Source: an optimization exercise on an open RTL-to-GDS flow (aim: small area, a short achievable clock period and few clock cycles). Production flows keep margins and buffers that such runs may drop.
Where RTL was checked, it was by simulation tests only, not by an equivalence proof against the original.
Power is estimated from default activity; no workload was simulated.

==> trial 93 <==
// ProcessingElement
module ProcessingElement #(
    parameter int MaxFiltW = PECfg::DefMaxFiltW,
    parameter int MaxOutW  = PECfg::DefMaxOutW,
    parameter int MaxCh    = PECfg::DefMaxCh
) (
    input  logic                         i_clk,
    input  logic                         i_rstN,
    input  logic                         i_start,
    input  logic [$clog2(MaxFiltW+1)-1:0] i_filtW,
    input  logic [$clog2(MaxOutW+1)-1:0]  i_outW,
    input  logic [$clog2(MaxCh+1)-1:0]    i_numCh,
    input  logic                         i_ipixValid,
    input  PECfg::Pix                    i_ipix,
    input  logic                         i_wpixValid,
    input  PECfg::Pix                    i_wpix,
    output logic                         o_fwdValid,
    output PECfg::Pix                    o_fwdPix,
    output logic                         o_psumValid,
    output PECfg::Psum                   o_psum,
  ...
==> flow/config.mk <==
export PLATFORM = sky130hd
export DESIGN_NAME = ProcessingElement
export DESIGN_NICKNAME = ProcessingElement
export VERILOG_FILES = /design/flow/design.v
export SDC_FILE = /design/flow/constraint.sdc
export NUM_CORES = 4
export LEC_CHECK = 0
export CAP_MARGIN = 20
export CORE_MARGIN = 2
export CORE_UTILIZATION = 60
export CTS_CLUSTER_SIZE = 30
export SLEW_MARGIN = 20
==> flow/constraint.sdc <==
create_clock -name core_clock -period 8.0 [get_ports {i_clk}]
set_input_delay 1.6000 -clock core_clock [delete_from_list [all_inputs] [get_ports {i_clk}]]
set_output_delay 1.6000 -clock core_clock [all_outputs]
set_load 0.01 [all_outputs]
standard.sh (not shown) runs the stock make flow with config.mk's settings and CLKGATE_MAP_FILE= SYNTH_SCRIPT=/design/flow/synth_recipe.tcl, a recipe that flattens the netlist after the stock synthesis.
==> flow/flow/run.sh <==
#!/bin/bash
# The standard ORFS layout, except that the ports get a plain buffer
# (buf_2) instead of the delay cell buffer_ports picks by default, and timing
# repair aims for a little more setup slack than config.mk may ask for.
set -euo pipefail
cd "$(dirname "$0")/.."
bash standard.sh SETUP_SLACK_MARGIN=5.3 "BUFFER_PORTS_ARGS=-buffer_cell sky130_fd_sc_hd__buf_2" finish > standard_flow.log 2>&1
==> inputs of trial 36, as changes to trial 93 <==
--- a/flow/design.v
+++ b/flow/design.v
@@ -1620,43 +1620,42 @@
     output PECfg::Pix                    o_fwdPix,
     output logic                         o_psumValid,
     output PECfg::Psum                   o_psum,
     output logic                         o_done
 );
     localparam int NPix = 76;    
+    localparam int NPs  = 16;    
     logic [1:0] cC1, cF1;
     logic [3:0] cW1;
     logic [4:0] cR1;
     logic       run;             
     logic       pMore, wMore;    
     logic [4:0] pI;
     logic [1:0] pCh;
     logic [1:0] wJ;              
     logic [2:0] wC;              
     logic [6:0] skipCnt;         
     logic       fwdValid, pTake;
-    logic [7:0] fwdPix, takePix;    
+    logic [7:0] fwdPix;
     logic       fb, rep, repFin;
     logic [NPix*8-1:0] chain;
     logic [127:0] wslot;
     logic [4:0] eI;
     logic [1:0] eCh;
     logic [7:0]  twR [4];
-    logic        v1, z1, f1, v2, z2, f2, aF;
+    logic        v1, z1, l1, v2, z2, l2, aV, aLast;
     logic [18:0] rowA, rowB, headNx;
     localparam int RW = 19;
-    localparam int NL = 8;
-    logic [NL*RW-1:0] ring;
-    logic [RW-1:0]    segA, segB [2], segC [2], segD [4], dA, dB, dC, dD;
-    logic [4:0]       uLen;        
-    logic             uOn;
-    logic [RW-1:0]    newR, outSel, fAge;
-    logic [4:0]  dCnt;
-    logic        psumValid, dLastR, doneR, drAct, f0Made, f0New, useF;
+    logic [NPs*RW-1:0] ring;
+    logic [RW-1:0]     outSel;
+    logic [4:0]  kFin, pend, dCnt, q;    
+    logic        psumValid, dLastR, doneR;
     logic [19:0] outR;
-    logic        drainNow, drStart, lastDrain, ldNow, pAny;
+    logic        drOK, drainNow, drRot, ringEn, engDone, finStep, lastDrain, ldNow;
+    logic        ringEnR, qT, engDoneN;
+    logic [4:0]  qN;
     logic startNow, accP, accW, pRowEnd, pLastR, wLastR, pMoreN, wMoreN;
     logic [4:0] pI_n;
     logic [1:0] pCh_n, wJ_n;
     logic [2:0] wC_n;
     assign startNow = i_start && !run;
     assign accP     = i_ipixValid && pMore;
@@ -1689,21 +1688,19 @@
     always_ff @(posedge i_clk) begin
         if (startNow) begin
             pI      <= '0;
             pCh     <= '0;
             wJ      <= 2'(i_filtW - 3'd1);
             wC      <= '0;
-            pAny    <= 1'b0;
             pLastR  <= 1'b0;
             wLastR  <= (i_filtW == 3'd1) && (i_numCh == 3'd1);
         end else begin
             pI      <= pI_n;
             pCh     <= pCh_n;
             wJ      <= wJ_n;
             wC      <= wC_n;
-            if (accP) pAny <= 1'b1;
             if (accP) pLastR <= pRowEnd ? (cR1 == 5'd0 && pCh + 2'd1 == cC1)
                                         : (pI + 5'd1 == cR1 && pCh == cC1);
             if (accW) wLastR <= (wJ == 2'd0) ? (cF1 == 2'd0 && wC + 3'd1 == 3'(cC1))
                                              : (wJ == 2'd1 && wC == 3'(cC1));
         end
     end
@@ -1714,21 +1711,20 @@
     end
     logic       ldDone, repRot, evX, winFull, wOK, stepReq, step, eRowEnd;
     logic [7:0] X;
     assign ldDone  = run && !pMore && !wMore;
     assign repRot  = rep && !repFin;
     assign evX     = rep ? (repRot && skipCnt == 7'd0) : pTake;
-    assign X       = rep ? chain[7:0] : takePix;
+    assign X       = rep ? chain[7:0] : fwdPix;
     assign winFull = (eI >= 5'(cF1));
     assign wOK     = (3'(eCh) < wC);
     assign stepReq = evX && winFull && (rep || !fb);
     assign step    = stepReq && (rep || wOK);
     assign eRowEnd = (eI == cR1);
     always_ff @(posedge i_clk) begin
         fwdPix <= i_ipix;
-        if (accP) takePix <= i_ipix;
         if (!i_rstN) begin
             fwdValid <= 1'b0;
             pTake    <= 1'b0;
             run      <= 1'b0;
             pMore    <= 1'b0;
             wMore    <= 1'b0;
@@ -1746,13 +1742,13 @@
                 rep    <= 1'b0;
                 repFin <= 1'b0;
             end else begin
                 pMore <= pMoreN;
                 wMore <= wMoreN;
                 if (lastDrain) run <= 1'b0;
-                if ((stepReq && !rep && !wOK) || (pMore && pAny && !i_ipixValid)) fb <= 1'b1;
+                if (stepReq && !rep && !wOK) fb <= 1'b1;
                 if (ldDone && fb && !rep) rep <= 1'b1;
                 if (rep && evX && eRowEnd && eCh == cC1) repFin <= 1'b1;
             end
         end
     end
     always_ff @(posedge i_clk) begin
@@ -1777,26 +1773,25 @@
     for (genvar j = 0; j < 4; j++) begin : g_tap
         always_ff @(posedge i_clk) begin
             twR[j] <= (step && 2'(j) <= cF1) ? wslot[8*(4*eCh + j) +: 8] : 8'd0;
         end
     end
     always_ff @(posedge i_clk) begin
-        z1 <= (eCh == 2'd0);
-        z2 <= z1;
+        z1    <= (eCh == 2'd0);
+        l1    <= (eCh == cC1);
+        z2    <= z1;
+        l2    <= l1;
+        aLast <= l2;
         if (!i_rstN) begin
             v1 <= 1'b0;
             v2 <= 1'b0;
-            f1 <= 1'b0;
-            f2 <= 1'b0;
-            aF <= 1'b0;
+            aV <= 1'b0;
         end else begin
             v1 <= step;
             v2 <= v1;
-            f1 <= step && eCh == cC1 && eI == 5'(cF1);
-            f2 <= f1;
-            aF <= f2;
+            aV <= v2;
         end
     end
     MacPipe mac0 (
         .i_clk  (i_clk),
         .a0     (chain[75*8 +: 8]),
         .b0     (twR[0]),
@@ -1807,78 +1802,80 @@
         .a3     (chain[72*8 +: 8]),
         .b3     (twR[3]),
         .h      (headNx),
         .o_rowA (rowA),
         .o_rowB (rowB)
     );
-    assign headNx = (v2 && z2) ? 19'd0 : ring[0 +: RW];
-    always_ff @(posedge i_clk) begin
-        newR <= rowA + rowB;
-    end
-    assign uOn  = (cR1 >= 5'd10);
-    assign uLen = cR1 - 5'd9;
-    assign dA = uLen[0] ? segA : newR;
-    assign dB = (uLen >= 5'd2 && uLen != 5'd4 && uLen != 5'd5) ? segB[1] : dA;
-    assign dC = (uLen >= 5'd8) ? segC[1] : dB;
-    assign dD = (uLen >= 5'd4) ? segD[3] : dC;
-    always_ff @(posedge i_clk) begin
-        segA    <= newR;
-        segB[0] <= dA;
-        segB[1] <= segB[0];
-        segC[0] <= dB;
-        segC[1] <= segC[0];
-        segD[0] <= dC;
-        segD[1] <= segD[0];
-        segD[2] <= segD[1];
-        segD[3] <= segD[2];
-    end
-    for (genvar k = 0; k < NL; k++) begin : g_ring
-        if (k == 0) begin : g_head
+    logic [RW-1:0] newv;
+    assign drOK     = run && (kFin != 5'd0) && (q < 5'd6);
+    assign ldNow    = (!pMore || (i_ipixValid && pLastR)) && (!wMore || (i_wpixValid && wLastR));
+    assign drainNow = drOK && ldNow;
+    assign drRot    = run && engDone;
+    assign ringEn   = ringEnR;
+    assign finStep  = aV && aLast;
+    assign lastDrain = drainNow && (dCnt == 5'(cW1));
+    assign headNx = (v2 && z2) ? 19'd0 : (ringEn ? ring[RW +: RW] : ring[0 +: RW]);
+    assign newv   = rowA + rowB;
+    for (genvar k = 0; k < NPs; k++) begin : g_ring
+        if (k < 2 || k == NPs - 2) begin : g_shift
             always_ff @(posedge i_clk) begin
-                ring[0 +: RW] <= ring[RW +: RW];
+                if (ringEn) ring[RW*k +: RW] <= ring[RW*(k+1) +: RW];
             end
-        end else if (k == NL - 1) begin : g_top
+        end else if (k == NPs - 1) begin : g_tail
             always_ff @(posedge i_clk) begin
-                ring[RW*k +: RW] <= uOn ? dD : newR;
+                if (ringEn) ring[RW*k +: RW] <= newv;
             end
         end else begin : g_mid
             always_ff @(posedge i_clk) begin
-                ring[RW*k +: RW] <= (cR1 <= 5'(k + 2)) ? newR : ring[RW*(k+1) +: RW];
+                if (ringEn) ring[RW*k +: RW] <= (cW1 <= 4'(k + 1)) ? ring[RW*(NPs-1) +: RW]
+                                                                  : ring[RW*(k+1) +: RW];
             end
         end
     end
-    assign ldNow     = (!pMore || (i_ipixValid && pLastR)) && (!wMore || (i_wpixValid && wLastR));
-    assign drStart   = run && !drAct && !(fb && !rep) &&
-                       (useF ? (ldNow && f0Made) : (f0New && (ldDone || ldNow)));
-    assign drainNow  = drAct || drStart;
-    assign lastDrain = drainNow && (dCnt == 5'(cW1));
     always_ff @(posedge i_clk) begin
-        if (!i_rstN || startNow || (ldDone && fb && !rep)) begin
-            f0Made <= 1'b0;
-            f0New  <= 1'b0;
-            drAct  <= 1'b0;
-            dCnt   <= '0;
+        if (startNow) begin
+            engDone <= 1'b0;
+            kFin <= '0;
+            pend <= i_outW;
+            dCnt <= '0;
+            q    <= i_outW;
+        end else if (ldDone && fb && !rep) begin
+            engDone <= 1'b0;
+            kFin <= '0;
+            pend <= 5'(cW1) + 5'd1;
+            dCnt <= '0;
+            q    <= 5'(cW1) + 5'd1;
         end else begin
-            if (aF) f0Made <= 1'b1;
-            f0New <= aF;
-            if (lastDrain) drAct <= 1'b0;
-            else if (drStart) drAct <= 1'b1;
-            if (drainNow) dCnt <= dCnt + 5'd1;
+            if (finStep) pend <= pend - 5'd1;
+            engDone <= engDoneN;
+            kFin <= drainNow ? kFin + 5'(finStep) - 5'd1 : kFin + 5'(finStep);
+            dCnt <= drainNow ? dCnt + 5'd1 : dCnt;
+            q    <= qN;
         end
     end
+    assign engDoneN = (pend == 5'd0) || (finStep && pend == 5'd1);
+    assign qN       = drainNow ? q - 5'(finStep || drRot) + 5'd1 : q - 5'(finStep || drRot);
     always_ff @(posedge i_clk) begin
-        useF <= !rep && cW1 >= 4'd6;
+        if (!i_rstN || startNow || (ldDone && fb && !rep)) begin
+            ringEnR <= 1'b0;
+            qT      <= 1'b0;
+        end else begin
+            ringEnR <= v2 || (run && !lastDrain && engDoneN);
+            qT      <= (qN == 5'(cW1));
+        end
     end
     always_comb begin
-        case (cF1)
-            2'd0:    fAge = ring[4*RW +: RW];
-            2'd1:    fAge = ring[5*RW +: RW];
-            2'd2:    fAge = ring[6*RW +: RW];
-            default: fAge = ring[7*RW +: RW];
+        if (qT) outSel = ring[(NPs-1)*RW +: RW];
+        else case (q[2:0])
+            3'd0:    outSel = ring[0*RW +: RW];
+            3'd1:    outSel = ring[1*RW +: RW];
+            3'd2:    outSel = ring[2*RW +: RW];
+            3'd3:    outSel = ring[3*RW +: RW];
+            3'd4:    outSel = ring[4*RW +: RW];
+            default: outSel = ring[5*RW +: RW];
         endcase
-        outSel = useF ? fAge : newR;
     end
     always_ff @(posedge i_clk) begin
         outR <= {outSel[RW-1] && outSel[RW-2:0] != '0, outSel};
         if (!i_rstN) begin
             psumValid <= 1'b0;
             dLastR    <= 1'b0;
- CTS_CLUSTER_SIZE: 30 -> not set
==> inputs of build 67, as changes to trial 93 <==
==> flow/flow/run.sh (replaced) <==
#!/bin/bash
# The standard ORFS layout, except that the ports get a plain buffer
# (buf_2) instead of the delay cell buffer_ports picks by default, and timing
# repair aims for a little more setup slack than config.mk may ask for.
set -euo pipefail
cd "$(dirname "$0")/.."
bash standard.sh SETUP_SLACK_MARGIN=5.2 "BUFFER_PORTS_ARGS=-buffer_cell sky130_fd_sc_hd__buf_2" finish > standard_flow.log 2>&1
- CORE_UTILIZATION: 60 -> 70
- CTS_CLUSTER_SIZE: 30 -> not set
==> comparison <==
Of build 67 and trial 36, build 67 has the higher combinational power (gap about 90%, measured against trial 36). The highest core utilization belongs to build 67, the lowest to trial 36. In trial 93 the worst setup slack is better than in trial 36, by 120 ps. The lowest hold slack belongs to build 67, the highest to trial 36. In critical path depth, trial 93 and trial 36 do not differ. Against trial 93, the wire length of trial 36 is higher by 9.3%. Of build 67 and trial 36, build 67 has the higher flip-flop and latch count (gap 32). In trial 93 the area after synthesis is lower than in trial 36, by 6.5%. Sequential power: build 67 > trial 93 > trial 36. Die area: trial 36 > trial 93 > build 67.
==> figures <==
item                                                            trial 93   build 67   trial 36
Drt initial violations                                              1421       2229       2051
Multiplexer fraction of the synthesized cell area                 6.001%     6.001%     7.565%
Least-Margin Pin Slew                                            1117 ps    1107 ps   804.9 ps
Number of cells in the design after placement                       4214       4086       4387
ANT cells                                                              0          2          1
Via/cell ratio                                                     5.379      5.787      5.569
Clock-pin transition on the worst setup and hold timing paths      60 ps      70 ps      60 ps
Floorplan Core Area                                            82110 um2  70270 um2  88240 um2
Netlist area before placement                                  49770 um2  49770 um2  53250 um2
Internal reg-to-reg setup slack                                  5290 ps    5260 ps    5320 ps
Run status                                      timing/DRC/antenna clean  timing/DRC/antenna clean  timing/DRC/antenna clean
Combinational share of power                                       12.0%      11.8%       7.0%
Count of distinct cell types in the synthesized netlist               66         66         70
Power dissipated in combinational cells                          2.04 mW    2.03 mW    1.05 mW
Repair and plain buffers                                             100         90        141
Adder and majority gate portion of the synthesized area           11.39%     11.39%     10.78%
Worst slack at placement                                         3791 ps    3738 ps    4238 ps
Highest clock rate                                             362.1 MHz  357.9 MHz  347.2 MHz
Die X                                                           292.0 um   270.6 um   301.9 um
Vertical die dimension                                          292.0 um   270.6 um   301.9 um
Synthesized Nets                                                    3489       3489       3576
Testbench counts of trial 93, summed over its fixed seeds: cycles 8,124.
Testbench counts of build 67, summed over its fixed seeds: cycles 8,124.
No functional check of the RTL was part of trial 36.

[port drivers added, routing unchanged]
The results above use ideal ports. As a check the final layouts listed here were re-extracted and re-timed, cells and wires unchanged.
Step 1 (the two cells are an assumption about what drives the block):
set clk [get_ports {i_clk}]
set_driving_cell -lib_cell sky130_fd_sc_hd__clkbuf_16 $clk
set_driving_cell -lib_cell sky130_fd_sc_hd__buf_2 [delete_from_list [all_inputs] $clk]
Step 2 adds t to the input delays and takes it off the output delays; t is the mean of the earliest and latest rising clock arrival at the registers after step 1. Input paths then give back, and output paths get back, about the clock's delay inside the block.
Three values: no drivers, after step 1, after step 2; two values: the first two.
run	t, ns	slack for setup (ns)	hold WS [ns]	worst setup path after step 2
trial 93	0.785	5.239 / 5.169 / 4.820	0.321 / 0.321 / 0.321	input to register
trial 36	0.790	5.120 / 5.056 / 4.614	0.325 / 0.325 / 0.325	input to register
build 67	0.774	5.206 / 5.139 / 4.626	0.310 / 0.310 / 0.310	input to register
After both steps every run listed still meets setup and hold. For build 67, which loses most, drivers alone change the setup slack by -0.067 ns; drivers and shift together by -0.580 ns.
